What follows belongs to an exercise in optimizing a design on an open flow for small area and a short achievable clock period; a production flow would make more cautious choices. In this exercise RTL edits were held to simulation tests only and were not proved equivalent to the original. Power and IR drop assume default switching activity.

==> flow/design.v (outline; a module is shown in full before it is edited, if it fits) <==
// module adder_tree_25: 1705 lines
module adder_tree_25 (
    input  wire         clk,
    input  wire         rst,
    input  wire         data_v,
    input  wire [399:0] elems,
    output wire [15:0]  sum,
    output wire         sum_valid
);
  // ...
==> flow/run.sh <==
#!/bin/bash
# synth_recipe.tcl (not shown) runs the flow's synth.tcl, then flattens the netlist and writes it again
# the make line also repeats each setting of config.mk as NAME=value (left out here)
make -C /OpenROAD-flow-scripts/flow DESIGN_CONFIG=/design/flow/config.mk WORK_HOME=/design/flow/orfs CLKGATE_MAP_FILE= SYNTH_SCRIPT=/design/flow/synth_recipe.tcl finish
==> flow/config.mk <==
export PLATFORM = sky130hd
export DESIGN_NAME = adder_tree_25
export DESIGN_NICKNAME = adder_tree_25
export VERILOG_FILES = /design/flow/design.v
export SDC_FILE = /design/flow/constraint.sdc
export NUM_CORES = 4
export LEC_CHECK = 0
export CAP_MARGIN = 20
export CORE_MARGIN = 2
export CORE_UTILIZATION = 40
export SLEW_MARGIN = 20
==> flow/constraint.sdc <==
create_clock -name core_clock -period 3.0 [get_ports {clk}]
set_input_delay 0.6000 -clock core_clock [delete_from_list [all_inputs] [get_ports {clk}]]
set_output_delay 0.6000 -clock core_clock [all_outputs]
set_load 0.01 [all_outputs]
==> impl_results.md, run 1 <==
- Outcome: complete, no violations
- CP endpoint: sum[14]
- Count leader, synth: inv_1
- Hold Fails Final Rpt: 0
- N_diodes: 0
- Hold/Removal Path Class: register to register
- Top_reg_cell synth: dfxtp_1
- Largest net degree at the start of global routing: 17
- Met2 Routed Length: 15800 um
- Max Root-Sink Buffers: 2
- GRT Util Overall: 0.192
- Post-CTS Setup Bufs: 1
- Commonest non-fill, non-tap cell in the layout: inv_1
- Switching pwr: 6.45 mW
- Clock Pin Slew Worst Setup and Hold Paths: 0.06 ns
- GRT Max-Usage Layer: met2
- Final setup viols: 0
- Synthesized area per cell: 11.1 um2
- Levels on crit path: 8
- CTS Buf Count: 17
- Post-synth EDFFs: 0
- Synth Instances: 1112
- Min-delay src: r0_0_0
- Sequential fraction of design power: 0.214
- Logic power comb: 10.1 mW
- Area share of fa/ha/maj cells after synthesis: 0.539
- Die H: 180 um
- Period utilization: 0.990
- Final clock-cell share: 0.0350
- Syn Std Cell Area: 12400 um2
- Pre-CTS WS: 0.0855 ns
- Met1 usage: 0.215
- Dpl cell area: 17100 um2
- Initial antenna violation count: 0
- Worst Slack Setup Final: 0.0287 ns
- Leading cell kind: multi-input gates
- Peak VDD IR: 529 uV
- Slew Viols, Final: 0
- Most frequent CP cell: buf_4
- Yosys top cell area share: 0.527
==> run 2, diff against run 1 <==
==> flow/design.v (replaced) <==
`timescale 1ns/1ps
module csa_fa (
    input  wire a,
    input  wire b,
    input  wire c,
    output wire s,
    output wire co
);
    assign s  = a ^ b ^ c;
    assign co = (a & b) | (a & c) | (b & c);
endmodule
`timescale 1ns/1ps
module adder_tree_25 (
    input  wire         clk,
    input  wire         rst,
    input  wire         data_v,
    input  wire [399:0] elems,
    output wire [15:0]  sum,
    output wire         sum_valid
);
    reg [2:0] vld;
    always @(posedge clk) begin
        if (!rst) vld <= 3'd0;
        else vld <= {vld[1:0], data_v};
    end
    assign sum_valid = vld[2];
    reg r0_0_0;
    reg r0_1_0;
    reg r0_1_1;
    reg r0_1_2;
    reg r0_1_3;
    reg r0_1_4;
    reg r0_2_0;
    reg r0_2_1;
    reg r0_2_2;
    reg r0_2_3;
    reg r0_2_4;
    reg r0_2_5;
    reg r0_2_6;
    reg r0_3_0;
    reg r0_3_1;
    reg r0_3_2;
    reg r0_3_3;
    reg r0_3_4;
    reg r0_3_5;
    reg r0_3_6;
    reg r0_3_7;
    reg r0_4_0;
    reg r0_4_1;
    reg r0_4_2;
    reg r0_4_3;
    reg r0_4_4;
    reg r0_4_5;
    reg r0_4_6;
    reg r0_4_7;
    reg r0_5_0;
    reg r0_5_1;
    reg r0_5_2;
    reg r0_5_3;
    reg r0_5_4;
    reg r0_5_5;
    reg r0_5_6;
    reg r0_5_7;
    reg r0_6_0;
    reg r0_6_1;
    reg r0_6_2;
    reg r0_6_3;
    reg r0_6_4;
    reg r0_6_5;
    reg r0_6_6;
    reg r0_6_7;
    reg r0_7_0;
    reg r0_7_1;
    reg r0_7_2;
    reg r0_7_3;
    reg r0_7_4;
    reg r0_7_5;
    reg r0_7_6;
    reg r0_7_7;
    reg r0_8_0;
    reg r0_8_1;
    reg r0_8_2;
    reg r0_8_3;
    reg r0_8_4;
    reg r0_8_5;
    reg r0_8_6;
    reg r0_8_7;
    reg r0_9_0;
    reg r0_9_1;
    reg r0_9_2;
    reg r0_9_3;
    reg r0_9_4;
    reg r0_9_5;
    reg r0_9_6;
    reg r0_9_7;
    reg r0_10_0;
    reg r0_10_1;
    reg r0_10_2;
    reg r0_10_3;
    reg r0_10_4;
    reg r0_10_5;
    reg r0_10_6;
    reg r0_10_7;
    reg r0_11_0;
    reg r0_11_1;
    reg r0_11_2;
    reg r0_11_3;
    reg r0_11_4;
    reg r0_11_5;
    reg r0_11_6;
    reg r0_11_7;
    reg r0_12_0;
    reg r0_12_1;
    reg r0_12_2;
    reg r0_12_3;
    reg r0_12_4;
    reg r0_12_5;
    reg r0_12_6;
    reg r0_12_7;
    reg r0_13_0;
    reg r0_13_1;
    reg r0_13_2;
    reg r0_13_3;
    reg r0_13_4;
    reg r0_13_5;
    reg r0_13_6;
    reg r0_13_7;
    reg r0_14_0;
    reg r0_14_1;
    reg r0_14_2;
    reg r0_14_3;
    reg r0_14_4;
    reg r0_14_5;
    reg r0_14_6;
    reg r0_14_7;
    reg r0_15_0;
    reg r0_15_1;
    reg r0_15_2;
    reg r0_15_3;
    reg r0_15_4;
    reg r0_15_5;
    reg r1_0_0;
    reg r1_1_0;
    reg r1_2_0;
    reg r1_3_0;
    reg r1_3_1;
    reg r1_4_0;
    reg r1_4_1;
    reg r1_4_2;
    reg r1_5_0;
    reg r1_5_1;
    reg r1_5_2;
    reg r1_6_0;
    reg r1_6_1;
    reg r1_6_2;
    reg r1_7_0;
    reg r1_7_1;
    reg r1_7_2;
    reg r1_8_0;
    reg r1_8_1;
    reg r1_8_2;
    reg r1_9_0;
    reg r1_9_1;
    reg r1_9_2;
    reg r1_10_0;
    reg r1_10_1;
    reg r1_10_2;
    reg r1_11_0;
    reg r1_11_1;
    reg r1_11_2;
    reg r1_12_0;
    reg r1_12_1;
    reg r1_12_2;
    reg r1_13_0;
    reg r1_13_1;
    reg r1_13_2;
    reg r1_14_0;
    reg r1_14_1;
    reg r1_14_2;
    reg r1_15_0;
    reg r1_15_1;
    wire s1;
    wire c2;
    wire s3;
    wire c4;
    wire s5;
    wire c6;
    wire s7;
    wire c8;
    wire s9;
    wire c10;
    wire s11;
    wire c12;
    wire s13;
    wire c14;
    wire s15;
    wire c16;
    wire s17;
    wire c18;
    wire s19;
    wire c20;
    wire s21;
    wire c22;
    wire s23;
    wire c24;
    wire s25;
    wire c26;
    wire s27;
    wire c28;
    wire s29;
    wire c30;
    wire s31;
    wire c32;
    wire s33;
    wire c34;
    wire s35;
    wire c36;
    wire s37;
    wire c38;
    wire s39;
    wire c40;
    wire s41;
    wire c42;
    wire s43;
    wire c44;
    wire s45;
    wire c46;
    wire s47;
    wire c48;
    wire s49;
    wire c50;
    wire s51;
    wire c52;
    wire s53;
    wire c54;
    wire s55;
    wire c56;
    wire s57;
    wire c58;
    wire s59;
    wire c60;
    wire s61;
    wire c62;
    wire s63;
    wire c64;
    wire s65;
    wire c66;
    wire s67;
    wire c68;
    wire s69;
    wire c70;
    wire s71;
    wire c72;
    wire s73;
    wire c74;
    wire s75;
    wire c76;
    wire s77;
    wire c78;
    wire s79;
    wire c80;
    wire s81;
    wire c82;
    wire s83;
    wire c84;
    wire s85;
    wire c86;
    wire s87;
    wire c88;
    wire s89;
    wire c90;
    wire s91;
    wire c92;
    wire s93;
    wire c94;
    wire s95;
    wire c96;
    wire s97;
    wire c98;
    wire s99;
    wire c100;
    wire s101;
    wire c102;
    wire s103;
    wire c104;
    wire s105;
    wire c106;
    wire s107;
    wire c108;
    wire s109;
    wire c110;
    wire s111;
    wire c112;
    wire s113;
    wire c114;
    wire s115;
    wire c116;
    wire s117;
    wire c118;
    wire s119;
    wire c120;
    wire s121;
    wire c122;
    wire s123;
    wire c124;
    wire s125;
    wire c126;
    wire s127;
    wire c128;
    wire s129;
    wire c130;
    wire s131;
    wire c132;
    wire s133;
    wire c134;
    wire s135;
    wire c136;
    wire s137;
    wire c138;
    wire s139;
    wire c140;
    wire s141;
    wire c142;
    wire s143;
    wire c144;
    wire s145;
    wire c146;
    wire s147;
    wire c148;
    wire s149;
    wire c150;
    wire s151;
    wire c152;
    wire s153;
    wire c154;
    wire s155;
    wire c156;
    wire s157;
    wire c158;
    wire s159;
    wire c160;
    wire s161;
    wire c162;
    wire s163;
    wire c164;
    wire s165;
    wire c166;
    wire s167;
    wire c168;
    wire s169;
    wire c170;
    wire s171;
    wire c172;
    wire s173;
    wire c174;
    wire s175;
    wire c176;
    wire s177;
    wire c178;
    wire s179;
    wire c180;
    wire s181;
    wire c182;
    wire s183;
    wire c184;
    wire s185;
    wire c186;
    wire s187;
    wire c188;
    wire s189;
    wire c190;
    wire s191;
    wire c192;
    wire s193;
    wire c194;
    wire s195;
    wire c196;
    wire s197;
    wire c198;
    wire s199;
    wire c200;
    wire s201;
    wire c202;
    wire s203;
    wire c204;
    wire s205;
    wire c206;
    wire s207;
    wire c208;
    wire s209;
    wire c210;
    wire s211;
    wire c212;
    wire s213;
    wire c214;
    wire s215;
    wire c216;
    wire s217;
    wire c218;
    wire s219;
    wire c220;
    wire s221;
    wire c222;
    wire s223;
    wire c224;
    wire s225;
    wire c226;
    wire s227;
    wire c228;
    wire s229;
    wire c230;
    wire s231;
    wire c232;
    wire s233;
    wire c234;
    wire s235;
    wire c236;
    wire s237;
    wire c238;
    wire s239;
    wire c240;
    wire s241;
    wire c242;
    wire s243;
    wire c244;
    wire s245;
    wire c246;
    wire s247;
    wire c248;
    wire s249;
    wire c250;
    wire s251;
    wire c252;
    wire s253;
    wire c254;
    wire s255;
    wire c256;
    wire s257;
    wire c258;
    wire s259;
    wire c260;
    wire s261;
    wire c262;
    wire s263;
    wire c264;
    wire s265;
    wire c266;
    wire s267;
    wire c268;
    wire s269;
    wire c270;
    wire s271;
    wire c272;
    wire s273;
    wire c274;
    wire s275;
    wire c276;
    wire s277;
    wire c278;
    wire s279;
    wire c280;
    wire s281;
    wire c282;
    wire s283;
    wire c284;
    wire s285;
    wire c286;
    wire s287;
    wire c288;
    wire s289;
    wire c290;
    wire s291;
    wire c292;
    wire s293;
    wire c294;
    wire s295;
    wire c296;
    wire s297;
    wire c298;
    wire s299;
    wire c300;
    wire s301;
    wire c302;
    wire s303;
    wire c304;
    wire s305;
    wire c306;
    wire s307;
    wire c308;
    wire s309;
    wire c310;
    wire s311;
    wire c312;
    wire s313;
    wire c314;
    wire s315;
    wire c316;
    wire s317;
    wire c318;
    wire s319;
    wire c320;
    wire s321;
    wire c322;
    wire s323;
    wire c324;
    wire s325;
    wire c326;
    wire s327;
    wire c328;
    wire s329;
    wire c330;
    wire s331;
    wire c332;
    wire s333;
    wire c334;
    wire s335;
    wire c336;
    wire s337;
    wire c338;
    wire s339;
    wire c340;
    wire s341;
    wire c342;
    wire s343;
    wire c344;
    wire s345;
    wire c346;
    wire s347;
    wire c348;
    wire s349;
    wire c350;
    wire s351;
    wire c352;
    wire s353;
    wire c354;
    wire s355;
    wire c356;
    wire s357;
    wire c358;
    wire s359;
    wire c360;
    wire s361;
    wire c362;
    wire s363;
    wire c364;
    wire s365;
    wire c366;
    wire s367;
    wire c368;
    wire s369;
    wire c370;
    wire s371;
    wire c372;
    wire s373;
    wire c374;
    wire s375;
    wire c376;
    wire s377;
    wire c378;
    wire s379;
    wire c380;
    wire s381;
    wire c382;
    wire s383;
    wire c384;
    wire s385;
    wire c386;
    wire s387;
    wire c388;
    wire s389;
    wire c390;
    wire s391;
    wire c392;
    wire s393;
    wire c394;
    wire s395;
    wire c396;
    wire s397;
    wire c398;
    wire s399;
    wire c400;
    wire s401;
    wire c402;
    wire s403;
    wire c404;
    wire s405;
    wire c406;
    wire s407;
    wire c408;
    wire s409;
    wire c410;
    wire s411;
    wire c412;
    wire s413;
    wire c414;
    wire s415;
    wire c416;
    wire s417;
    wire c418;
    wire s419;
    wire c420;
    wire s421;
    wire c422;
    wire s423;
    wire c424;
    wire s425;
    wire c426;
    wire s427;
    wire c428;
    wire s429;
    wire c430;
    wire s431;
    wire c432;
    wire s433;
    wire c434;
    wire s435;
    wire c436;
    wire s437;
    wire c438;
    wire s439;
    wire c440;
    wire s441;
    wire c442;
    wire s443;
    wire c444;
    wire s445;
    wire c446;
    wire s447;
    wire c448;
    wire s449;
    wire c450;
    wire s451;
    wire c452;
    wire s453;
    wire c454;
    wire s455;
    wire c456;
    wire s457;
    wire c458;
    wire s459;
    wire c460;
    wire s461;
    wire c462;
    wire s463;
    wire c464;
    wire s465;
    wire c466;
    wire s467;
    wire c468;
    wire s469;
    wire c470;
    wire s471;
    wire c472;
    wire s473;
    wire c474;
    wire s475;
    wire c476;
    wire s477;
    wire c478;
    wire s479;
    wire c480;
    wire s481;
    wire c482;
    wire s483;
    wire c484;
    wire s485;
    wire c486;
    wire s487;
    wire c488;
    wire s489;
    wire c490;
    wire s491;
    wire c492;
    wire s493;
    wire c494;
    wire s495;
    wire c496;
    wire s497;
    wire c498;
    wire x499;
    wire x500;
    wire x501;
    wire x502;
    wire x503;
    wire x504;
    wire x505;
    wire x506;
    wire x507;
    wire x508;
    wire x509;
    wire x510;
    wire x511;
    wire x512;
    wire x513;
    wire x514;
    wire x515;
    wire x516;
    wire x517;
    wire x518;
    wire x519;
    wire x520;
    wire x521;
    wire x522;
    wire x523;
    wire x524;
    wire x525;
    wire x526;
    wire x527;
    wire x528;
    wire x529;
    wire x530;
    wire x531;
    wire x532;
    wire x533;
    wire x534;
    wire s535;
    wire c536;
    wire s537;
    wire c538;
    wire s539;
    wire c540;
    wire s541;
    wire c542;
    wire s543;
    wire c544;
    wire s545;
    wire c546;
    wire s547;
    wire c548;
    wire s549;
    wire c550;
    wire s551;
    wire c552;
    wire s553;
    wire c554;
    wire s555;
    wire c556;
    wire s557;
    wire c558;
    wire s559;
    wire c560;
    wire s561;
    wire c562;
    wire s563;
    wire c564;
    wire s565;
    wire c566;
    wire s567;
    wire c568;
    wire s569;
    wire c570;
    wire s571;
    wire c572;
    wire s573;
    wire c574;
    wire s575;
    wire c576;
    wire s577;
    wire c578;
    wire s579;
    wire c580;
    wire s581;
    wire c582;
    wire s583;
    wire c584;
    wire s585;
    wire c586;
    wire s587;
    wire c588;
    wire s589;
    wire c590;
    wire s591;
    wire c592;
    wire s593;
    wire c594;
    wire s595;
    wire c596;
    wire s597;
    wire c598;
    wire s599;
    wire c600;
    wire s601;
    wire c602;
    wire s603;
    wire c604;
    wire s605;
    wire c606;
    wire s607;
    wire c608;
    wire s609;
    wire c610;
    wire s611;
    wire c612;
    wire s613;
    wire c614;
    wire s615;
    wire c616;
    wire s617;
    wire c618;
    wire s619;
    wire c620;
    wire s621;
    wire c622;
    wire s623;
    wire c624;
    wire s625;
    wire c626;
    wire s627;
    wire c628;
    wire s629;
    wire c630;
    wire s631;
    wire c632;
    wire s633;
    wire c634;
    wire s635;
    wire c636;
    wire s637;
    wire c638;
    wire s639;
    wire c640;
    wire s641;
    wire c642;
    wire s643;
    wire c644;
    wire s645;
    wire c646;
    wire s647;
    wire c648;
    wire s649;
    wire c650;
    wire s651;
    wire c652;
    wire s653;
    wire c654;
    wire s655;
    wire c656;
    wire s657;
    wire c658;
    wire s659;
    wire c660;
    wire s661;
    wire c662;
    wire s663;
    wire c664;
    wire s665;
    wire c666;
    wire x667;
    wire x668;
    wire x669;
    wire x670;
    wire x671;
    wire x672;
    wire x673;
    wire x674;
    wire x675;
    wire s676;
    wire c677;
    wire s678;
    wire c679;
    wire s680;
    wire c681;
    wire s682;
    wire c683;
    wire s684;
    wire c685;
    wire s686;
    wire c687;
    wire s688;
    wire c689;
    wire s690;
    wire c691;
    wire s692;
    wire c693;
    wire s694;
    wire c695;
    wire s696;
    wire c697;
    wire x698;
    wire [15:0] cpa_a, cpa_b;
    csa_fa u_s1 (.a(elems[0]), .b(elems[112]), .c(elems[128]), .s(s1), .co(c2));
    csa_fa u_s3 (.a(elems[144]), .b(elems[160]), .c(elems[16]), .s(s3), .co(c4));
    csa_fa u_s5 (.a(elems[176]), .b(elems[192]), .c(elems[208]), .s(s5), .co(c6));
    csa_fa u_s7 (.a(elems[224]), .b(elems[240]), .c(elems[256]), .s(s7), .co(c8));
    csa_fa u_s9 (.a(elems[272]), .b(elems[288]), .c(elems[304]), .s(s9), .co(c10));
    csa_fa u_s11 (.a(elems[320]), .b(elems[32]), .c(elems[336]), .s(s11), .co(c12));
    csa_fa u_s13 (.a(elems[352]), .b(elems[368]), .c(elems[384]), .s(s13), .co(c14));
    csa_fa u_s15 (.a(elems[48]), .b(elems[64]), .c(elems[80]), .s(s15), .co(c16));
    csa_fa u_s17 (.a(elems[96]), .b(s1), .c(s11), .s(s17), .co(c18));
    csa_fa u_s19 (.a(s13), .b(s15), .c(s3), .s(s19), .co(c20));
    csa_fa u_s21 (.a(s5), .b(s7), .c(s9), .s(s21), .co(c22));
    csa_fa u_s23 (.a(s17), .b(s19), .c(s21), .s(s23), .co(c24));
    csa_fa u_s25 (.a(elems[113]), .b(elems[129]), .c(elems[145]), .s(s25), .co(c26));
    csa_fa u_s27 (.a(elems[161]), .b(elems[177]), .c(elems[17]), .s(s27), .co(c28));
    csa_fa u_s29 (.a(elems[193]), .b(elems[1]), .c(elems[209]), .s(s29), .co(c30));
    csa_fa u_s31 (.a(elems[225]), .b(elems[241]), .c(elems[257]), .s(s31), .co(c32));
    csa_fa u_s33 (.a(elems[273]), .b(elems[289]), .c(elems[305]), .s(s33), .co(c34));
    csa_fa u_s35 (.a(elems[321]), .b(elems[337]), .c(elems[33]), .s(s35), .co(c36));
    csa_fa u_s37 (.a(elems[353]), .b(elems[369]), .c(elems[385]), .s(s37), .co(c38));
    csa_fa u_s39 (.a(elems[49]), .b(elems[65]), .c(elems[81]), .s(s39), .co(c40));
    csa_fa u_s41 (.a(elems[97]), .b(c10), .c(c12), .s(s41), .co(c42));
    csa_fa u_s43 (.a(c14), .b(c16), .c(c2), .s(s43), .co(c44));
    csa_fa u_s45 (.a(c4), .b(c6), .c(c8), .s(s45), .co(c46));
    csa_fa u_s47 (.a(s25), .b(s27), .c(s29), .s(s47), .co(c48));
    csa_fa u_s49 (.a(s31), .b(s33), .c(s35), .s(s49), .co(c50));
    csa_fa u_s51 (.a(s37), .b(s39), .c(c18), .s(s51), .co(c52));
    csa_fa u_s53 (.a(c20), .b(c22), .c(s41), .s(s53), .co(c54));
    csa_fa u_s55 (.a(s43), .b(s45), .c(s47), .s(s55), .co(c56));
    csa_fa u_s57 (.a(elems[114]), .b(elems[130]), .c(elems[146]), .s(s57), .co(c58));
    csa_fa u_s59 (.a(elems[162]), .b(elems[178]), .c(elems[18]), .s(s59), .co(c60));
    csa_fa u_s61 (.a(elems[194]), .b(elems[210]), .c(elems[226]), .s(s61), .co(c62));
    csa_fa u_s63 (.a(elems[242]), .b(elems[258]), .c(elems[274]), .s(s63), .co(c64));
    csa_fa u_s65 (.a(elems[290]), .b(elems[2]), .c(elems[306]), .s(s65), .co(c66));
    csa_fa u_s67 (.a(elems[322]), .b(elems[338]), .c(elems[34]), .s(s67), .co(c68));
    csa_fa u_s69 (.a(elems[354]), .b(elems[370]), .c(elems[386]), .s(s69), .co(c70));
    csa_fa u_s71 (.a(elems[50]), .b(elems[66]), .c(elems[82]), .s(s71), .co(c72));
    csa_fa u_s73 (.a(elems[98]), .b(c26), .c(c28), .s(s73), .co(c74));
    csa_fa u_s75 (.a(c30), .b(c32), .c(c34), .s(s75), .co(c76));
    csa_fa u_s77 (.a(c36), .b(c38), .c(c40), .s(s77), .co(c78));
    csa_fa u_s79 (.a(s57), .b(s59), .c(s61), .s(s79), .co(c80));
    csa_fa u_s81 (.a(s63), .b(s65), .c(s67), .s(s81), .co(c82));
    csa_fa u_s83 (.a(s69), .b(s71), .c(c42), .s(s83), .co(c84));
    csa_fa u_s85 (.a(c44), .b(c46), .c(c48), .s(s85), .co(c86));
    csa_fa u_s87 (.a(c50), .b(s73), .c(s75), .s(s87), .co(c88));
    csa_fa u_s89 (.a(s77), .b(s79), .c(s81), .s(s89), .co(c90));
    csa_fa u_s91 (.a(elems[115]), .b(elems[131]), .c(elems[147]), .s(s91), .co(c92));
    csa_fa u_s93 (.a(elems[163]), .b(elems[179]), .c(elems[195]), .s(s93), .co(c94));
    csa_fa u_s95 (.a(elems[19]), .b(elems[211]), .c(elems[227]), .s(s95), .co(c96));
    csa_fa u_s97 (.a(elems[243]), .b(elems[259]), .c(elems[275]), .s(s97), .co(c98));
    csa_fa u_s99 (.a(elems[291]), .b(elems[307]), .c(elems[323]), .s(s99), .co(c100));
    csa_fa u_s101 (.a(elems[339]), .b(elems[355]), .c(elems[35]), .s(s101), .co(c102));
    csa_fa u_s103 (.a(elems[371]), .b(elems[387]), .c(elems[3]), .s(s103), .co(c104));
    csa_fa u_s105 (.a(elems[51]), .b(elems[67]), .c(elems[83]), .s(s105), .co(c106));
    csa_fa u_s107 (.a(elems[99]), .b(c58), .c(c60), .s(s107), .co(c108));
    csa_fa u_s109 (.a(c62), .b(c64), .c(c66), .s(s109), .co(c110));
    csa_fa u_s111 (.a(c68), .b(c70), .c(c72), .s(s111), .co(c112));
    csa_fa u_s113 (.a(s101), .b(s103), .c(s105), .s(s113), .co(c114));
    csa_fa u_s115 (.a(s91), .b(s93), .c(s95), .s(s115), .co(c116));
    csa_fa u_s117 (.a(s97), .b(s99), .c(c74), .s(s117), .co(c118));
    csa_fa u_s119 (.a(c76), .b(c78), .c(c80), .s(s119), .co(c120));
    csa_fa u_s121 (.a(c82), .b(s107), .c(s109), .s(s121), .co(c122));
    csa_fa u_s123 (.a(s111), .b(s113), .c(s115), .s(s123), .co(c124));
    csa_fa u_s125 (.a(elems[100]), .b(elems[116]), .c(elems[132]), .s(s125), .co(c126));
    csa_fa u_s127 (.a(elems[148]), .b(elems[164]), .c(elems[180]), .s(s127), .co(c128));
    csa_fa u_s129 (.a(elems[196]), .b(elems[20]), .c(elems[212]), .s(s129), .co(c130));
    csa_fa u_s131 (.a(elems[228]), .b(elems[244]), .c(elems[260]), .s(s131), .co(c132));
    csa_fa u_s133 (.a(elems[276]), .b(elems[292]), .c(elems[308]), .s(s133), .co(c134));
    csa_fa u_s135 (.a(elems[324]), .b(elems[340]), .c(elems[356]), .s(s135), .co(c136));
    csa_fa u_s137 (.a(elems[36]), .b(elems[372]), .c(elems[388]), .s(s137), .co(c138));
    csa_fa u_s139 (.a(elems[4]), .b(elems[52]), .c(elems[68]), .s(s139), .co(c140));
    csa_fa u_s141 (.a(elems[84]), .b(c100), .c(c102), .s(s141), .co(c142));
    csa_fa u_s143 (.a(c104), .b(c106), .c(c92), .s(s143), .co(c144));
    csa_fa u_s145 (.a(c94), .b(c96), .c(c98), .s(s145), .co(c146));
    csa_fa u_s147 (.a(s125), .b(s127), .c(s129), .s(s147), .co(c148));
    csa_fa u_s149 (.a(s131), .b(s133), .c(s135), .s(s149), .co(c150));
    csa_fa u_s151 (.a(s137), .b(s139), .c(c108), .s(s151), .co(c152));
    csa_fa u_s153 (.a(c110), .b(c112), .c(c114), .s(s153), .co(c154));
    csa_fa u_s155 (.a(c116), .b(s141), .c(s143), .s(s155), .co(c156));
    csa_fa u_s157 (.a(s145), .b(s147), .c(s149), .s(s157), .co(c158));
    csa_fa u_s159 (.a(elems[101]), .b(elems[117]), .c(elems[133]), .s(s159), .co(c160));
    csa_fa u_s161 (.a(elems[149]), .b(elems[165]), .c(elems[181]), .s(s161), .co(c162));
    csa_fa u_s163 (.a(elems[197]), .b(elems[213]), .c(elems[21]), .s(s163), .co(c164));
    csa_fa u_s165 (.a(elems[229]), .b(elems[245]), .c(elems[261]), .s(s165), .co(c166));
    csa_fa u_s167 (.a(elems[277]), .b(elems[293]), .c(elems[309]), .s(s167), .co(c168));
    csa_fa u_s169 (.a(elems[325]), .b(elems[341]), .c(elems[357]), .s(s169), .co(c170));
    csa_fa u_s171 (.a(elems[373]), .b(elems[37]), .c(elems[389]), .s(s171), .co(c172));
    csa_fa u_s173 (.a(elems[53]), .b(elems[5]), .c(elems[69]), .s(s173), .co(c174));
    csa_fa u_s175 (.a(elems[85]), .b(c126), .c(c128), .s(s175), .co(c176));
    csa_fa u_s177 (.a(c130), .b(c132), .c(c134), .s(s177), .co(c178));
    csa_fa u_s179 (.a(c136), .b(c138), .c(c140), .s(s179), .co(c180));
    csa_fa u_s181 (.a(s159), .b(s161), .c(s163), .s(s181), .co(c182));
    csa_fa u_s183 (.a(s165), .b(s167), .c(s169), .s(s183), .co(c184));
    csa_fa u_s185 (.a(s171), .b(s173), .c(c142), .s(s185), .co(c186));
    csa_fa u_s187 (.a(c144), .b(c146), .c(c148), .s(s187), .co(c188));
    csa_fa u_s189 (.a(c150), .b(s175), .c(s177), .s(s189), .co(c190));
    csa_fa u_s191 (.a(s179), .b(s181), .c(s183), .s(s191), .co(c192));
    csa_fa u_s193 (.a(elems[102]), .b(elems[118]), .c(elems[134]), .s(s193), .co(c194));
    csa_fa u_s195 (.a(elems[150]), .b(elems[166]), .c(elems[182]), .s(s195), .co(c196));
    csa_fa u_s197 (.a(elems[198]), .b(elems[214]), .c(elems[22]), .s(s197), .co(c198));
    csa_fa u_s199 (.a(elems[230]), .b(elems[246]), .c(elems[262]), .s(s199), .co(c200));
    csa_fa u_s201 (.a(elems[278]), .b(elems[294]), .c(elems[310]), .s(s201), .co(c202));
    csa_fa u_s203 (.a(elems[326]), .b(elems[342]), .c(elems[358]), .s(s203), .co(c204));
    csa_fa u_s205 (.a(elems[374]), .b(elems[38]), .c(elems[390]), .s(s205), .co(c206));
    csa_fa u_s207 (.a(elems[54]), .b(elems[6]), .c(elems[70]), .s(s207), .co(c208));
    csa_fa u_s209 (.a(elems[86]), .b(c160), .c(c162), .s(s209), .co(c210));
    csa_fa u_s211 (.a(c164), .b(c166), .c(c168), .s(s211), .co(c212));
    csa_fa u_s213 (.a(c170), .b(c172), .c(c174), .s(s213), .co(c214));
    csa_fa u_s215 (.a(s193), .b(s195), .c(s197), .s(s215), .co(c216));
    csa_fa u_s217 (.a(s199), .b(s201), .c(s203), .s(s217), .co(c218));
    csa_fa u_s219 (.a(s205), .b(s207), .c(c176), .s(s219), .co(c220));
    csa_fa u_s221 (.a(c178), .b(c180), .c(c182), .s(s221), .co(c222));
    csa_fa u_s223 (.a(c184), .b(s209), .c(s211), .s(s223), .co(c224));
    csa_fa u_s225 (.a(s213), .b(s215), .c(s217), .s(s225), .co(c226));
    csa_fa u_s227 (.a(elems[103]), .b(elems[119]), .c(elems[135]), .s(s227), .co(c228));
    csa_fa u_s229 (.a(elems[151]), .b(elems[167]), .c(elems[183]), .s(s229), .co(c230));
    csa_fa u_s231 (.a(elems[199]), .b(elems[215]), .c(elems[231]), .s(s231), .co(c232));
    csa_fa u_s233 (.a(elems[23]), .b(elems[247]), .c(elems[263]), .s(s233), .co(c234));
    csa_fa u_s235 (.a(elems[279]), .b(elems[295]), .c(elems[311]), .s(s235), .co(c236));
    csa_fa u_s237 (.a(elems[327]), .b(elems[343]), .c(elems[359]), .s(s237), .co(c238));
    csa_fa u_s239 (.a(elems[375]), .b(elems[391]), .c(elems[39]), .s(s239), .co(c240));
    csa_fa u_s241 (.a(elems[55]), .b(elems[71]), .c(elems[7]), .s(s241), .co(c242));
    csa_fa u_s243 (.a(elems[87]), .b(c194), .c(c196), .s(s243), .co(c244));
    csa_fa u_s245 (.a(c198), .b(c200), .c(c202), .s(s245), .co(c246));
    csa_fa u_s247 (.a(c204), .b(c206), .c(c208), .s(s247), .co(c248));
    csa_fa u_s249 (.a(s227), .b(s229), .c(s231), .s(s249), .co(c250));
    csa_fa u_s251 (.a(s233), .b(s235), .c(s237), .s(s251), .co(c252));
    csa_fa u_s253 (.a(s239), .b(s241), .c(c210), .s(s253), .co(c254));
    csa_fa u_s255 (.a(c212), .b(c214), .c(c216), .s(s255), .co(c256));
    csa_fa u_s257 (.a(c218), .b(s243), .c(s245), .s(s257), .co(c258));
    csa_fa u_s259 (.a(s247), .b(s249), .c(s251), .s(s259), .co(c260));
    csa_fa u_s261 (.a(elems[104]), .b(elems[120]), .c(elems[136]), .s(s261), .co(c262));
    csa_fa u_s263 (.a(elems[152]), .b(elems[168]), .c(elems[184]), .s(s263), .co(c264));
    csa_fa u_s265 (.a(elems[200]), .b(elems[216]), .c(elems[232]), .s(s265), .co(c266));
    csa_fa u_s267 (.a(elems[248]), .b(elems[24]), .c(elems[264]), .s(s267), .co(c268));
    csa_fa u_s269 (.a(elems[280]), .b(elems[296]), .c(elems[312]), .s(s269), .co(c270));
    csa_fa u_s271 (.a(elems[328]), .b(elems[344]), .c(elems[360]), .s(s271), .co(c272));
    csa_fa u_s273 (.a(elems[376]), .b(elems[392]), .c(elems[40]), .s(s273), .co(c274));
    csa_fa u_s275 (.a(elems[56]), .b(elems[72]), .c(elems[88]), .s(s275), .co(c276));
    csa_fa u_s277 (.a(elems[8]), .b(c228), .c(c230), .s(s277), .co(c278));
    csa_fa u_s279 (.a(c232), .b(c234), .c(c236), .s(s279), .co(c280));
    csa_fa u_s281 (.a(c238), .b(c240), .c(c242), .s(s281), .co(c282));
    csa_fa u_s283 (.a(s261), .b(s263), .c(s265), .s(s283), .co(c284));
    csa_fa u_s285 (.a(s267), .b(s269), .c(s271), .s(s285), .co(c286));
    csa_fa u_s287 (.a(s273), .b(s275), .c(c244), .s(s287), .co(c288));
    csa_fa u_s289 (.a(c246), .b(c248), .c(c250), .s(s289), .co(c290));
    csa_fa u_s291 (.a(c252), .b(s277), .c(s279), .s(s291), .co(c292));
    csa_fa u_s293 (.a(s281), .b(s283), .c(s285), .s(s293), .co(c294));
    csa_fa u_s295 (.a(elems[105]), .b(elems[121]), .c(elems[137]), .s(s295), .co(c296));
    csa_fa u_s297 (.a(elems[153]), .b(elems[169]), .c(elems[185]), .s(s297), .co(c298));
    csa_fa u_s299 (.a(elems[201]), .b(elems[217]), .c(elems[233]), .s(s299), .co(c300));
    csa_fa u_s301 (.a(elems[249]), .b(elems[25]), .c(elems[265]), .s(s301), .co(c302));
    csa_fa u_s303 (.a(elems[281]), .b(elems[297]), .c(elems[313]), .s(s303), .co(c304));
    csa_fa u_s305 (.a(elems[329]), .b(elems[345]), .c(elems[361]), .s(s305), .co(c306));
    csa_fa u_s307 (.a(elems[377]), .b(elems[393]), .c(elems[41]), .s(s307), .co(c308));
    csa_fa u_s309 (.a(elems[57]), .b(elems[73]), .c(elems[89]), .s(s309), .co(c310));
    csa_fa u_s311 (.a(elems[9]), .b(c262), .c(c264), .s(s311), .co(c312));
    csa_fa u_s313 (.a(c266), .b(c268), .c(c270), .s(s313), .co(c314));
    csa_fa u_s315 (.a(c272), .b(c274), .c(c276), .s(s315), .co(c316));
    csa_fa u_s317 (.a(s295), .b(s297), .c(s299), .s(s317), .co(c318));
    csa_fa u_s319 (.a(s301), .b(s303), .c(s305), .s(s319), .co(c320));
    csa_fa u_s321 (.a(s307), .b(s309), .c(c278), .s(s321), .co(c322));
    csa_fa u_s323 (.a(c280), .b(c282), .c(c284), .s(s323), .co(c324));
    csa_fa u_s325 (.a(c286), .b(s311), .c(s313), .s(s325), .co(c326));
    csa_fa u_s327 (.a(s315), .b(s317), .c(s319), .s(s327), .co(c328));
    csa_fa u_s329 (.a(elems[106]), .b(elems[10]), .c(elems[122]), .s(s329), .co(c330));
    csa_fa u_s331 (.a(elems[138]), .b(elems[154]), .c(elems[170]), .s(s331), .co(c332));
    csa_fa u_s333 (.a(elems[186]), .b(elems[202]), .c(elems[218]), .s(s333), .co(c334));
    csa_fa u_s335 (.a(elems[234]), .b(elems[250]), .c(elems[266]), .s(s335), .co(c336));
    csa_fa u_s337 (.a(elems[26]), .b(elems[282]), .c(elems[298]), .s(s337), .co(c338));
    csa_fa u_s339 (.a(elems[314]), .b(elems[330]), .c(elems[346]), .s(s339), .co(c340));
    csa_fa u_s341 (.a(elems[362]), .b(elems[378]), .c(elems[394]), .s(s341), .co(c342));
    csa_fa u_s343 (.a(elems[42]), .b(elems[58]), .c(elems[74]), .s(s343), .co(c344));
    csa_fa u_s345 (.a(elems[90]), .b(c296), .c(c298), .s(s345), .co(c346));
    csa_fa u_s347 (.a(c300), .b(c302), .c(c304), .s(s347), .co(c348));
    csa_fa u_s349 (.a(c306), .b(c308), .c(c310), .s(s349), .co(c350));
    csa_fa u_s351 (.a(s329), .b(s331), .c(s333), .s(s351), .co(c352));
    csa_fa u_s353 (.a(s335), .b(s337), .c(s339), .s(s353), .co(c354));
    csa_fa u_s355 (.a(s341), .b(s343), .c(c312), .s(s355), .co(c356));
    csa_fa u_s357 (.a(c314), .b(c316), .c(c318), .s(s357), .co(c358));
    csa_fa u_s359 (.a(c320), .b(s345), .c(s347), .s(s359), .co(c360));
    csa_fa u_s361 (.a(s349), .b(s351), .c(s353), .s(s361), .co(c362));
    csa_fa u_s363 (.a(elems[107]), .b(elems[11]), .c(elems[123]), .s(s363), .co(c364));
    csa_fa u_s365 (.a(elems[139]), .b(elems[155]), .c(elems[171]), .s(s365), .co(c366));
    csa_fa u_s367 (.a(elems[187]), .b(elems[203]), .c(elems[219]), .s(s367), .co(c368));
    csa_fa u_s369 (.a(elems[235]), .b(elems[251]), .c(elems[267]), .s(s369), .co(c370));
    csa_fa u_s371 (.a(elems[27]), .b(elems[283]), .c(elems[299]), .s(s371), .co(c372));
    csa_fa u_s373 (.a(elems[315]), .b(elems[331]), .c(elems[347]), .s(s373), .co(c374));
    csa_fa u_s375 (.a(elems[363]), .b(elems[379]), .c(elems[395]), .s(s375), .co(c376));
    csa_fa u_s377 (.a(elems[43]), .b(elems[59]), .c(elems[75]), .s(s377), .co(c378));
    csa_fa u_s379 (.a(elems[91]), .b(c330), .c(c332), .s(s379), .co(c380));
    csa_fa u_s381 (.a(c334), .b(c336), .c(c338), .s(s381), .co(c382));
    csa_fa u_s383 (.a(c340), .b(c342), .c(c344), .s(s383), .co(c384));
    csa_fa u_s385 (.a(s363), .b(s365), .c(s367), .s(s385), .co(c386));
    csa_fa u_s387 (.a(s369), .b(s371), .c(s373), .s(s387), .co(c388));
    csa_fa u_s389 (.a(s375), .b(s377), .c(c346), .s(s389), .co(c390));
    csa_fa u_s391 (.a(c348), .b(c350), .c(c352), .s(s391), .co(c392));
    csa_fa u_s393 (.a(c354), .b(s379), .c(s381), .s(s393), .co(c394));
    csa_fa u_s395 (.a(s383), .b(s385), .c(s387), .s(s395), .co(c396));
    csa_fa u_s397 (.a(elems[108]), .b(elems[124]), .c(elems[12]), .s(s397), .co(c398));
    csa_fa u_s399 (.a(elems[140]), .b(elems[156]), .c(elems[172]), .s(s399), .co(c400));
    csa_fa u_s401 (.a(elems[188]), .b(elems[204]), .c(elems[220]), .s(s401), .co(c402));
    csa_fa u_s403 (.a(elems[236]), .b(elems[252]), .c(elems[268]), .s(s403), .co(c404));
    csa_fa u_s405 (.a(elems[284]), .b(elems[28]), .c(elems[300]), .s(s405), .co(c406));
    csa_fa u_s407 (.a(elems[316]), .b(elems[332]), .c(elems[348]), .s(s407), .co(c408));
    csa_fa u_s409 (.a(elems[364]), .b(elems[380]), .c(elems[396]), .s(s409), .co(c410));
    csa_fa u_s411 (.a(elems[44]), .b(elems[60]), .c(elems[76]), .s(s411), .co(c412));
    csa_fa u_s413 (.a(elems[92]), .b(c364), .c(c366), .s(s413), .co(c414));
    csa_fa u_s415 (.a(c368), .b(c370), .c(c372), .s(s415), .co(c416));
    csa_fa u_s417 (.a(c374), .b(c376), .c(c378), .s(s417), .co(c418));
    csa_fa u_s419 (.a(s397), .b(s399), .c(s401), .s(s419), .co(c420));
    csa_fa u_s421 (.a(s403), .b(s405), .c(s407), .s(s421), .co(c422));
    csa_fa u_s423 (.a(s409), .b(s411), .c(c380), .s(s423), .co(c424));
    csa_fa u_s425 (.a(c382), .b(c384), .c(c386), .s(s425), .co(c426));
    csa_fa u_s427 (.a(c388), .b(s413), .c(s415), .s(s427), .co(c428));
    csa_fa u_s429 (.a(s417), .b(s419), .c(s421), .s(s429), .co(c430));
    csa_fa u_s431 (.a(elems[109]), .b(elems[125]), .c(elems[13]), .s(s431), .co(c432));
    csa_fa u_s433 (.a(elems[141]), .b(elems[157]), .c(elems[173]), .s(s433), .co(c434));
    csa_fa u_s435 (.a(elems[189]), .b(elems[205]), .c(elems[221]), .s(s435), .co(c436));
    csa_fa u_s437 (.a(elems[237]), .b(elems[253]), .c(elems[269]), .s(s437), .co(c438));
    csa_fa u_s439 (.a(elems[285]), .b(elems[29]), .c(elems[301]), .s(s439), .co(c440));
    csa_fa u_s441 (.a(elems[317]), .b(elems[333]), .c(elems[349]), .s(s441), .co(c442));
    csa_fa u_s443 (.a(elems[365]), .b(elems[381]), .c(elems[397]), .s(s443), .co(c444));
    csa_fa u_s445 (.a(elems[45]), .b(elems[61]), .c(elems[77]), .s(s445), .co(c446));
    csa_fa u_s447 (.a(elems[93]), .b(c398), .c(c400), .s(s447), .co(c448));
    csa_fa u_s449 (.a(c402), .b(c404), .c(c406), .s(s449), .co(c450));
    csa_fa u_s451 (.a(c408), .b(c410), .c(c412), .s(s451), .co(c452));
    csa_fa u_s453 (.a(s431), .b(s433), .c(s435), .s(s453), .co(c454));
    csa_fa u_s455 (.a(s437), .b(s439), .c(s441), .s(s455), .co(c456));
    csa_fa u_s457 (.a(s443), .b(s445), .c(c414), .s(s457), .co(c458));
    csa_fa u_s459 (.a(c416), .b(c418), .c(c420), .s(s459), .co(c460));
    csa_fa u_s461 (.a(c422), .b(s447), .c(s449), .s(s461), .co(c462));
    csa_fa u_s463 (.a(s451), .b(s453), .c(s455), .s(s463), .co(c464));
    csa_fa u_s465 (.a(elems[110]), .b(elems[126]), .c(elems[142]), .s(s465), .co(c466));
    csa_fa u_s467 (.a(elems[14]), .b(elems[158]), .c(elems[174]), .s(s467), .co(c468));
    csa_fa u_s469 (.a(elems[190]), .b(elems[206]), .c(elems[222]), .s(s469), .co(c470));
    csa_fa u_s471 (.a(elems[238]), .b(elems[254]), .c(elems[270]), .s(s471), .co(c472));
    csa_fa u_s473 (.a(elems[286]), .b(elems[302]), .c(elems[30]), .s(s473), .co(c474));
    csa_fa u_s475 (.a(elems[318]), .b(elems[334]), .c(elems[350]), .s(s475), .co(c476));
    csa_fa u_s477 (.a(elems[366]), .b(elems[382]), .c(elems[398]), .s(s477), .co(c478));
    csa_fa u_s479 (.a(elems[46]), .b(elems[62]), .c(elems[78]), .s(s479), .co(c480));
    csa_fa u_s481 (.a(elems[94]), .b(c432), .c(c434), .s(s481), .co(c482));
    csa_fa u_s483 (.a(c436), .b(c438), .c(c440), .s(s483), .co(c484));
    csa_fa u_s485 (.a(c442), .b(c444), .c(c446), .s(s485), .co(c486));
    csa_fa u_s487 (.a(s465), .b(s467), .c(s469), .s(s487), .co(c488));
    csa_fa u_s489 (.a(s471), .b(s473), .c(s475), .s(s489), .co(c490));
    csa_fa u_s491 (.a(s477), .b(s479), .c(c448), .s(s491), .co(c492));
    csa_fa u_s493 (.a(c450), .b(c452), .c(c454), .s(s493), .co(c494));
    csa_fa u_s495 (.a(c456), .b(s481), .c(s483), .s(s495), .co(c496));
    csa_fa u_s497 (.a(s485), .b(s487), .c(s489), .s(s497), .co(c498));
    assign x499 = elems[111] ^ elems[127];
    assign x500 = elems[143] ^ elems[159];
    assign x501 = elems[15] ^ elems[175];
    assign x502 = elems[191] ^ elems[207];
    assign x503 = elems[223] ^ elems[239];
    assign x504 = elems[255] ^ elems[271];
    assign x505 = elems[287] ^ elems[303];
    assign x506 = elems[319] ^ elems[31];
    assign x507 = elems[335] ^ elems[351];
    assign x508 = elems[367] ^ elems[383];
    assign x509 = elems[399] ^ elems[47];
    assign x510 = elems[63] ^ elems[79];
    assign x511 = elems[95] ^ x499;
    assign x512 = x500 ^ x501;
    assign x513 = x502 ^ x503;
    assign x514 = x504 ^ x505;
    assign x515 = x506 ^ x507;
    assign x516 = x508 ^ x509;
    assign x517 = x510 ^ c466;
    assign x518 = c468 ^ c470;
    assign x519 = c472 ^ c474;
    assign x520 = c476 ^ c478;
    assign x521 = c480 ^ x511;
    assign x522 = x512 ^ x513;
    assign x523 = x514 ^ x515;
    assign x524 = x516 ^ x517;
    assign x525 = x518 ^ x519;
    assign x526 = x520 ^ x521;
    assign x527 = x522 ^ x523;
    assign x528 = c482 ^ c484;
    assign x529 = c486 ^ c488;
    assign x530 = c490 ^ x524;
    assign x531 = x525 ^ x526;
    assign x532 = x527 ^ x528;
    assign x533 = x529 ^ x530;
    assign x534 = x531 ^ c492;
    csa_fa u_s535 (.a(r0_1_0), .b(r0_1_1), .c(r0_1_2), .s(s535), .co(c536));
    csa_fa u_s537 (.a(r0_1_3), .b(r0_1_4), .c(s535), .s(s537), .co(c538));
    csa_fa u_s539 (.a(r0_2_0), .b(r0_2_1), .c(r0_2_2), .s(s539), .co(c540));
    csa_fa u_s541 (.a(r0_2_3), .b(r0_2_4), .c(r0_2_5), .s(s541), .co(c542));
    csa_fa u_s543 (.a(r0_2_6), .b(c536), .c(s539), .s(s543), .co(c544));
    csa_fa u_s545 (.a(s541), .b(c538), .c(s543), .s(s545), .co(c546));
    csa_fa u_s547 (.a(r0_3_0), .b(r0_3_1), .c(r0_3_2), .s(s547), .co(c548));
    csa_fa u_s549 (.a(r0_3_3), .b(r0_3_4), .c(r0_3_5), .s(s549), .co(c550));
    csa_fa u_s551 (.a(r0_3_6), .b(r0_3_7), .c(c540), .s(s551), .co(c552));
    csa_fa u_s553 (.a(c542), .b(s547), .c(s549), .s(s553), .co(c554));
    csa_fa u_s555 (.a(c544), .b(s551), .c(s553), .s(s555), .co(c556));
    csa_fa u_s557 (.a(r0_4_0), .b(r0_4_1), .c(r0_4_2), .s(s557), .co(c558));
    csa_fa u_s559 (.a(r0_4_3), .b(r0_4_4), .c(r0_4_5), .s(s559), .co(c560));
    csa_fa u_s561 (.a(r0_4_6), .b(r0_4_7), .c(c548), .s(s561), .co(c562));
    csa_fa u_s563 (.a(c550), .b(s557), .c(s559), .s(s563), .co(c564));
    csa_fa u_s565 (.a(c552), .b(c554), .c(s561), .s(s565), .co(c566));
    csa_fa u_s567 (.a(r0_5_0), .b(r0_5_1), .c(r0_5_2), .s(s567), .co(c568));
    csa_fa u_s569 (.a(r0_5_3), .b(r0_5_4), .c(r0_5_5), .s(s569), .co(c570));
    csa_fa u_s571 (.a(r0_5_6), .b(r0_5_7), .c(c558), .s(s571), .co(c572));
    csa_fa u_s573 (.a(c560), .b(s567), .c(s569), .s(s573), .co(c574));
    csa_fa u_s575 (.a(c562), .b(c564), .c(s571), .s(s575), .co(c576));
    csa_fa u_s577 (.a(r0_6_0), .b(r0_6_1), .c(r0_6_2), .s(s577), .co(c578));
    csa_fa u_s579 (.a(r0_6_3), .b(r0_6_4), .c(r0_6_5), .s(s579), .co(c580));
    csa_fa u_s581 (.a(r0_6_6), .b(r0_6_7), .c(c568), .s(s581), .co(c582));
    csa_fa u_s583 (.a(c570), .b(s577), .c(s579), .s(s583), .co(c584));
    csa_fa u_s585 (.a(c572), .b(c574), .c(s581), .s(s585), .co(c586));
    csa_fa u_s587 (.a(r0_7_0), .b(r0_7_1), .c(r0_7_2), .s(s587), .co(c588));
    csa_fa u_s589 (.a(r0_7_3), .b(r0_7_4), .c(r0_7_5), .s(s589), .co(c590));
    csa_fa u_s591 (.a(r0_7_6), .b(r0_7_7), .c(c578), .s(s591), .co(c592));
    csa_fa u_s593 (.a(c580), .b(s587), .c(s589), .s(s593), .co(c594));
    csa_fa u_s595 (.a(c582), .b(c584), .c(s591), .s(s595), .co(c596));
    csa_fa u_s597 (.a(r0_8_0), .b(r0_8_1), .c(r0_8_2), .s(s597), .co(c598));
    csa_fa u_s599 (.a(r0_8_3), .b(r0_8_4), .c(r0_8_5), .s(s599), .co(c600));
    csa_fa u_s601 (.a(r0_8_6), .b(r0_8_7), .c(c588), .s(s601), .co(c602));
    csa_fa u_s603 (.a(c590), .b(s597), .c(s599), .s(s603), .co(c604));
    csa_fa u_s605 (.a(c592), .b(c594), .c(s601), .s(s605), .co(c606));
    csa_fa u_s607 (.a(r0_9_0), .b(r0_9_1), .c(r0_9_2), .s(s607), .co(c608));
    csa_fa u_s609 (.a(r0_9_3), .b(r0_9_4), .c(r0_9_5), .s(s609), .co(c610));
    csa_fa u_s611 (.a(r0_9_6), .b(r0_9_7), .c(c598), .s(s611), .co(c612));
    csa_fa u_s613 (.a(c600), .b(s607), .c(s609), .s(s613), .co(c614));
    csa_fa u_s615 (.a(c602), .b(c604), .c(s611), .s(s615), .co(c616));
    csa_fa u_s617 (.a(r0_10_0), .b(r0_10_1), .c(r0_10_2), .s(s617), .co(c618));
    csa_fa u_s619 (.a(r0_10_3), .b(r0_10_4), .c(r0_10_5), .s(s619), .co(c620));
    csa_fa u_s621 (.a(r0_10_6), .b(r0_10_7), .c(c608), .s(s621), .co(c622));
    csa_fa u_s623 (.a(c610), .b(s617), .c(s619), .s(s623), .co(c624));
    csa_fa u_s625 (.a(c612), .b(c614), .c(s621), .s(s625), .co(c626));
    csa_fa u_s627 (.a(r0_11_0), .b(r0_11_1), .c(r0_11_2), .s(s627), .co(c628));
    csa_fa u_s629 (.a(r0_11_3), .b(r0_11_4), .c(r0_11_5), .s(s629), .co(c630));
    csa_fa u_s631 (.a(r0_11_6), .b(r0_11_7), .c(c618), .s(s631), .co(c632));
    csa_fa u_s633 (.a(c620), .b(s627), .c(s629), .s(s633), .co(c634));
    csa_fa u_s635 (.a(c622), .b(c624), .c(s631), .s(s635), .co(c636));
    csa_fa u_s637 (.a(r0_12_0), .b(r0_12_1), .c(r0_12_2), .s(s637), .co(c638));
    csa_fa u_s639 (.a(r0_12_3), .b(r0_12_4), .c(r0_12_5), .s(s639), .co(c640));
    csa_fa u_s641 (.a(r0_12_6), .b(r0_12_7), .c(c628), .s(s641), .co(c642));
    csa_fa u_s643 (.a(c630), .b(s637), .c(s639), .s(s643), .co(c644));
    csa_fa u_s645 (.a(c632), .b(c634), .c(s641), .s(s645), .co(c646));
    csa_fa u_s647 (.a(r0_13_0), .b(r0_13_1), .c(r0_13_2), .s(s647), .co(c648));
    csa_fa u_s649 (.a(r0_13_3), .b(r0_13_4), .c(r0_13_5), .s(s649), .co(c650));
    csa_fa u_s651 (.a(r0_13_6), .b(r0_13_7), .c(c638), .s(s651), .co(c652));
    csa_fa u_s653 (.a(c640), .b(s647), .c(s649), .s(s653), .co(c654));
    csa_fa u_s655 (.a(c642), .b(c644), .c(s651), .s(s655), .co(c656));
    csa_fa u_s657 (.a(r0_14_0), .b(r0_14_1), .c(r0_14_2), .s(s657), .co(c658));
    csa_fa u_s659 (.a(r0_14_3), .b(r0_14_4), .c(r0_14_5), .s(s659), .co(c660));
    csa_fa u_s661 (.a(r0_14_6), .b(r0_14_7), .c(c648), .s(s661), .co(c662));
    csa_fa u_s663 (.a(c650), .b(s657), .c(s659), .s(s663), .co(c664));
    csa_fa u_s665 (.a(c652), .b(c654), .c(s661), .s(s665), .co(c666));
    assign x667 = r0_15_0 ^ r0_15_1;
    assign x668 = r0_15_2 ^ r0_15_3;
    assign x669 = r0_15_4 ^ r0_15_5;
    assign x670 = x667 ^ x668;
    assign x671 = x669 ^ c658;
    assign x672 = c660 ^ x670;
    assign x673 = x671 ^ x672;
    assign x674 = c662 ^ c664;
    assign x675 = x673 ^ x674;
    csa_fa u_s676 (.a(r1_4_0), .b(r1_4_1), .c(r1_4_2), .s(s676), .co(c677));
    csa_fa u_s678 (.a(r1_5_0), .b(r1_5_1), .c(r1_5_2), .s(s678), .co(c679));
    csa_fa u_s680 (.a(r1_6_0), .b(r1_6_1), .c(r1_6_2), .s(s680), .co(c681));
    csa_fa u_s682 (.a(r1_7_0), .b(r1_7_1), .c(r1_7_2), .s(s682), .co(c683));
    csa_fa u_s684 (.a(r1_8_0), .b(r1_8_1), .c(r1_8_2), .s(s684), .co(c685));
    csa_fa u_s686 (.a(r1_9_0), .b(r1_9_1), .c(r1_9_2), .s(s686), .co(c687));
    csa_fa u_s688 (.a(r1_10_0), .b(r1_10_1), .c(r1_10_2), .s(s688), .co(c689));
    csa_fa u_s690 (.a(r1_11_0), .b(r1_11_1), .c(r1_11_2), .s(s690), .co(c691));
    csa_fa u_s692 (.a(r1_12_0), .b(r1_12_1), .c(r1_12_2), .s(s692), .co(c693));
    csa_fa u_s694 (.a(r1_13_0), .b(r1_13_1), .c(r1_13_2), .s(s694), .co(c695));
    csa_fa u_s696 (.a(r1_14_0), .b(r1_14_1), .c(r1_14_2), .s(s696), .co(c697));
    assign x698 = r1_15_0 ^ r1_15_1;
    assign cpa_a = {c697, c695, c693, c691, c689, c687, c685, c683, c681, c679, c677, s676, r1_3_0, r1_2_0, r1_1_0, r1_0_0};
    assign cpa_b = {x698, s696, s694, s692, s690, s688, s686, s684, s682, s680, s678, 1'b0, r1_3_1, 1'b0, 1'b0, 1'b0};
    always @(posedge clk) begin
        r0_0_0 <= s23;
        r0_1_0 <= s49;
        r0_1_1 <= c24;
        r0_1_2 <= s51;
        r0_1_3 <= s53;
        r0_1_4 <= s55;
        r0_2_0 <= c52;
        r0_2_1 <= c54;
        r0_2_2 <= s83;
        r0_2_3 <= c56;
        r0_2_4 <= s85;
        r0_2_5 <= s87;
        r0_2_6 <= s89;
        r0_3_0 <= c84;
        r0_3_1 <= c86;
        r0_3_2 <= c88;
        r0_3_3 <= s117;
        r0_3_4 <= c90;
        r0_3_5 <= s119;
        r0_3_6 <= s121;
        r0_3_7 <= s123;
        r0_4_0 <= c118;
        r0_4_1 <= c120;
        r0_4_2 <= c122;
        r0_4_3 <= s151;
        r0_4_4 <= c124;
        r0_4_5 <= s153;
        r0_4_6 <= s155;
        r0_4_7 <= s157;
        r0_5_0 <= c152;
        r0_5_1 <= c154;
        r0_5_2 <= c156;
        r0_5_3 <= s185;
        r0_5_4 <= c158;
        r0_5_5 <= s187;
        r0_5_6 <= s189;
        r0_5_7 <= s191;
        r0_6_0 <= c186;
        r0_6_1 <= c188;
        r0_6_2 <= c190;
        r0_6_3 <= s219;
        r0_6_4 <= c192;
        r0_6_5 <= s221;
        r0_6_6 <= s223;
        r0_6_7 <= s225;
        r0_7_0 <= c220;
        r0_7_1 <= c222;
        r0_7_2 <= c224;
        r0_7_3 <= s253;
        r0_7_4 <= c226;
        r0_7_5 <= s255;
        r0_7_6 <= s257;
        r0_7_7 <= s259;
        r0_8_0 <= c254;
        r0_8_1 <= c256;
        r0_8_2 <= c258;
        r0_8_3 <= s287;
        r0_8_4 <= c260;
        r0_8_5 <= s289;
        r0_8_6 <= s291;
        r0_8_7 <= s293;
        r0_9_0 <= c288;
        r0_9_1 <= c290;
        r0_9_2 <= c292;
        r0_9_3 <= s321;
        r0_9_4 <= c294;
        r0_9_5 <= s323;
        r0_9_6 <= s325;
        r0_9_7 <= s327;
        r0_10_0 <= c322;
        r0_10_1 <= c324;
        r0_10_2 <= c326;
        r0_10_3 <= s355;
        r0_10_4 <= c328;
        r0_10_5 <= s357;
        r0_10_6 <= s359;
        r0_10_7 <= s361;
        r0_11_0 <= c356;
        r0_11_1 <= c358;
        r0_11_2 <= c360;
        r0_11_3 <= s389;
        r0_11_4 <= c362;
        r0_11_5 <= s391;
        r0_11_6 <= s393;
        r0_11_7 <= s395;
        r0_12_0 <= c390;
        r0_12_1 <= c392;
        r0_12_2 <= c394;
        r0_12_3 <= s423;
        r0_12_4 <= c396;
        r0_12_5 <= s425;
        r0_12_6 <= s427;
        r0_12_7 <= s429;
        r0_13_0 <= c424;
        r0_13_1 <= c426;
        r0_13_2 <= c428;
        r0_13_3 <= s457;
        r0_13_4 <= c430;
        r0_13_5 <= s459;
        r0_13_6 <= s461;
        r0_13_7 <= s463;
        r0_14_0 <= c458;
        r0_14_1 <= c460;
        r0_14_2 <= c462;
        r0_14_3 <= s491;
        r0_14_4 <= c464;
        r0_14_5 <= s493;
        r0_14_6 <= s495;
        r0_14_7 <= s497;
        r0_15_0 <= c494;
        r0_15_1 <= c496;
        r0_15_2 <= x532;
        r0_15_3 <= c498;
        r0_15_4 <= x533;
        r0_15_5 <= x534;
        r1_0_0 <= r0_0_0;
        r1_1_0 <= s537;
        r1_2_0 <= s545;
        r1_3_0 <= c546;
        r1_3_1 <= s555;
        r1_4_0 <= s563;
        r1_4_1 <= c556;
        r1_4_2 <= s565;
        r1_5_0 <= s573;
        r1_5_1 <= c566;
        r1_5_2 <= s575;
        r1_6_0 <= s583;
        r1_6_1 <= c576;
        r1_6_2 <= s585;
        r1_7_0 <= s593;
        r1_7_1 <= c586;
        r1_7_2 <= s595;
        r1_8_0 <= s603;
        r1_8_1 <= c596;
        r1_8_2 <= s605;
        r1_9_0 <= s613;
        r1_9_1 <= c606;
        r1_9_2 <= s615;
        r1_10_0 <= s623;
        r1_10_1 <= c616;
        r1_10_2 <= s625;
        r1_11_0 <= s633;
        r1_11_1 <= c626;
        r1_11_2 <= s635;
        r1_12_0 <= s643;
        r1_12_1 <= c636;
        r1_12_2 <= s645;
        r1_13_0 <= s653;
        r1_13_1 <= c646;
        r1_13_2 <= s655;
        r1_14_0 <= s663;
        r1_14_1 <= c656;
        r1_14_2 <= s665;
        r1_15_0 <= c666;
        r1_15_1 <= x675;
    end
    reg [15:0] sum_q;
    always @(posedge clk) sum_q <= cpa_a + cpa_b;
    assign sum = sum_q;
endmodule
==> flow/flow/run.sh (new file) <==
#!/bin/bash
# The standard layout, with buf_1 as the port buffer cell instead of the
# cell buffer_ports picks by itself (clkdlybuf4s50_1, 2.7x the area)
set -euo pipefail
export BUFFER_PORTS_ARGS="-buffer_cell sky130_fd_sc_hd__buf_1"
bash standard.sh > standard_flow.log 2>&1
==> flow/standard.sh (new file) <==
#!/bin/bash
# synth_recipe.tcl (not shown) runs the flow's synth.tcl, then flattens the netlist and writes it again
# the make line also repeats each setting of config.mk as NAME=value (left out here)
make -C /OpenROAD-flow-scripts/flow DESIGN_CONFIG=/design/flow/config.mk WORK_HOME=/design/flow/orfs CLKGATE_MAP_FILE= SYNTH_SCRIPT=/design/flow/synth_recipe.tcl "${@:-finish}"
==> flow/config.mk (replaced) <==
export PLATFORM = sky130hd
export DESIGN_NAME = adder_tree_25
export DESIGN_NICKNAME = adder_tree_25
export VERILOG_FILES = /design/flow/design.v
export SDC_FILE = /design/flow/constraint.sdc
export NUM_CORES = 4
export LEC_CHECK = 0
export CAP_MARGIN = 20
export CORE_MARGIN = 2
export CORE_UTILIZATION = 40
export SETUP_SLACK_MARGIN = 0.9
export SLEW_MARGIN = 20
export SYNTH_HIERARCHICAL = 1
removed: flow/run.sh
==> run 2 against run 1 <==
Against the previous run: count of clock-buffer cells in the layout fell by 1; final area down 21%; combinational power decreased by 9%; die area fell by 11%; fmax grew 37%; clock power down 5%; via count down 22%; register-to-register slack better by 0.38 ns.
==> impl_results.md, run 2 <==
- Outcome: complete, no violations
- Antenna viol nets, final: 0
- Effective utilization at floorplan: 0.408
- Met1 usage: 0.190 (-0.0249)
- Met2 GRT Util: 0.322
- Largest area contributor in the netlist: fa_1
- Initial antenna violation count: 0 (unchanged)
- Gpl congestion: 0.799
- Standard-cell rows: 60
- Max Root-Sink Buffers: 2 (unchanged)
- Largest regs: sum_q (16), vld (3)
- Startpoint Class: register
- Final net count: 1814
- Vias in the first global route: 7641
- # placed instances: 1382
- Clock Pin Slew Worst Setup and Hold Paths: 0.07 ns (about the same)
- Drc violations: 0
- Count leader, synth: fa_1
- WL/cell: 15.6 um
- Most flops, register: sum_q
- Synth Instances: 622 (-44%)
- Most frequent cells in the layout: 417 x buf_1, 278 x fa_1, 167 x dfxtp_1, 48 x fa_2, 42 x xnor2_1
- Vias/cell: 4.37
- Max FFs per register: 16
- GRT Util Overall: 0.167 (-0.0254)
- Min Tclk post-route: 2.16 ns
- Relative slew slack: 0.602
- Setup CP Type: register to register
- Design Area, Final: 14000 um2
- Max cap viols: 0
- CTS root buf: clkbuf_16
- Initial DRC count: 116
- CP arrival: 2.46 ns
- First-pass GRT wire length: 36600 um
- Worst-skew pair later-pin latency: 0.42 ns
- Worst Path Max Fanout: 4
- Setup TNS: 0 ns
- Post-synth EDFFs: 0 (unchanged)
- DPL Wire Length: 20500 um
- Slew Viols, Final: 0 (unchanged)
- Final setup viols: 0 (unchanged)
- Pint: 9.53 mW
- Final WL: 22300 um
- Main area contributors after synthesis: fa_1 59%, dfxtp_1 32%, xnor2_1 3.5%
- Sequential element share of the synthesized area: 0.316
- Clock network power share: 0.136
- Die ar.: 28900 um2
- CTS Buf Count: 17 (unchanged)
- Multi-input logic area: 7840 um2
- Netlist cell types: 35
- Flop-to-flop setup slack: 0.84 ns
- Combinational share of power: 0.595
- Hold EP: sum_q[1]
- N_diodes: 0 (unchanged)
- Core Region: 27000 um2
- Synth top cells by count: 326 x fa_1, 174 x dfxtp_1, 44 x xnor2_1, 12 x ha_1, 10 x xor2_1
- Least-Margin Pin Slew: 0.593 ns
- Worst Hold Path Cells: 0
- Layout cells sized above 1: 0.118
- Static Leak: 5.08 nW
- GRT Max-Usage Layer: met2
- Die width: 170 um
- Clk_skew: 0.00858 ns
- GRT overflow: 0
- # H-tree levels: 4
- YS warnings: 7
- Synthesized net count: 1363
- Switching Fraction: 0.385
- First-pass iteration count of the detailed router: 4
- Finished Layout Cells: 1427
- Peak VDD IR: 857 uV (+62%)
- Synthesized area per cell: 17.7 um2 (+59%)
- R2R cell count: 7
- Hold Fails Final Rpt: 0 (unchanged)
- Worst Slack Setup Final: 0.837 ns (+0.809 ns)
- Largest net degree at the start of global routing: 19 (+2)
- Min-delay src: r1_1_0
- Switching pwr: 5.96 mW (-7.7%)
- Post-synth ARST share: 0
- Pre-CTS WS: 0.429 ns (+0.344 ns)
- Crit. End Element: register
- Filler cells: 2319
- R2R Path End: sum_q[13]
- Top_reg_cell synth: dfxtp_1
- FF-to-FF Start: r1_5_2
- Port-buffer cells: 419
- Yosys top cell area share: 0.592 (+0.0652)
- Period utilization: 0.721 (-0.270)
- WP data required: 3.30 ns
- Syn Std Cell Area: 11000 um2 (-11%)
- Dpl cell area: 13200 um2 (-23%)
- Sequential fraction of design power: 0.269 (+0.055)
- Unrepaired setup endpoints after global routing: yes
- Achievable frequency: 462 MHz
- Die H: 170 um (-5.5%)
- Area Growth Syn to Fin: 27.3%
- Vias: 6236
- Commonest non-fill, non-tap cell in the layout: buf_1
- Register Area: 3490 um2
- CTS tree: built
- #FFs+latches synth: 174
- Cts hold-fix bufs: 0
- GRT met3 Usage: 0.0305
- Num ports: 420
- Power Density: 1100 nW/um2
- Hold/Removal Path Class: register to register
- CTS Sinks: 174
- Final Total Pwr: 15.5 mW
[run 2: changes by cell type after synthesis, moves of 2 or more]
| cell | change |
|---|---|
| and3_4 | +2 |
| buf_4 | -3 |
| inv_1 | -517 |
| dfxtp_1 | +28 |
| nand3b_1 | +2 |
| nand2_1 | -2 |
| xor2_1 | +5 |
| nand2b_1 | +2 |
| a21oi_1 | +2 |
| nor2_1 | -4 |
| xnor2_1 | -5 |
[run 2: how the worst max path moves through the flow]
stage / start / endpoint / slack, ns
2_1_floorplan: elems[140] / r0_15_5 / 0.63
3_3_place_gp: elems[140] / r0_15_5 / 0.44
3_5_place_dp: elems[140] / r0_15_5 / 0.43
4_1_cts: r1_8_2 / sum_q[15] / 0.83
5_1_grt: r1_12_0 / sum_q[15] / 0.75
6_report: r1_5_2 / sum_q[13] / 0.84
[run 2: stage by stage]
stage / hold WS [ns] / util
floorplan: 0.310 / -
global placement: 0.311 / 0.488
detailed placement: 0.315 / 0.488
CTS: 0.331 / 0.513
global route: 0.346 / 0.519
finish: 0.328 / 0.519
[run 2: Yosys stat by module (local to each module, per instance)]
module / flip-flops and latches / cells inside / times used
csa_fa: 0 / 1 / 326
adder_tree_25: 174 / 296 / 1
[run 2: what timing repair did]
| item | in CTS | in global routing |
|---|---|---|
| buffers inserted | 4 | 9 |
| endpoints found under the setup margin | 8 | 8 |
| gates resized for setup | 9 | 28 |
| hold endpoints to repair | 0 | 0 |
| pin swaps | 15 | 31 |
| gates cloned | 0 | 0 |
[run 2: layer usage]
layer,share of wire,vias up
met5,0,-
li1,-,2859
met2,0.57,250
met3,0.061,13
met1,0.36,3114
met4,0.0092,0
[run 2: power groups by stage]
| stage | logic [mW] | clock network (mW) | registers [mW] |
|---|---|---|---|
| 3_5_place_dp | 8.02 | 0 | 4.23 |
| 6_report | 9.22 | 2.11 | 4.16 |
| 2_1_floorplan | 5.78 | 0 | 4.16 |
| 4_1_cts | 8.45 | 2.18 | 4.19 |
| 5_1_grt | 10.7 | 2.29 | 4.30 |
| 3_3_place_gp | 7.95 | 0 | 4.21 |
[run 2: cell type report]
cell class,count,share of cell area
Multi-Input combinational cell,445,0.559
Sequential cell,174,0.249
Timing Repair Buffer,432,0.120
Clock buffer,18,0.0306
Tap cell,341,0.0304
Clock inverter,14,0.0107
Inverter,3,0.00107
[run 2: worst max-delay path: stages (launching register included)]
cell and delay, ns:
dfxtp_2 0.33, fa_1 0.57, ha_4 0.22, a21o_1 0.20
a21oi_4 0.16, nand3b_1 0.18, a21oi_1 0.08, o31a_1 0.29
[run 2: cells by family after synthesis]
family,synth area share
DFF,0.316
xor gates and xnor gates,0.0429
buffers and inverters,0.00102
AOI/OAI and AO/OA,0.0205
adders and majority gates,0.606
and+or+nand+nor,0.0137

port drivers added, routing unchanged:
No port has a modelled driver above. Below, the same layouts with a new extraction and two added sets of constraints. Step 1 sets driving cells, clkbuf_16 on the clock port and buf_2 on the other inputs (assumed; they add their load-dependent delay and slew). Step 2, shift: input delay + t, output delay - t, t = (earliest + latest rising clock arrival at the registers) / 2. This alone moves slack from input paths to output paths. a / b / c = no drivers / after step 1 / after step 2; a / b = the first two.
| run | t, ns | setup slack, ns | worst setup path after step 2 | latest minus earliest clock arrival (ns) |
|---|---|---|---|---|
| run 1 | 0.462 | 0.029 / -0.020 / 0.106 | input to register | 0.012 / 0.012 |
| run 2 | 0.460 | 0.837 / 0.837 / 0.440 | input to register | 0.012 / 0.012 |
After both steps setup and hold are still met in every run listed. For run 2, which loses most, drivers alone change the setup slack by 0.000 ns; drivers and shift together by -0.397 ns.
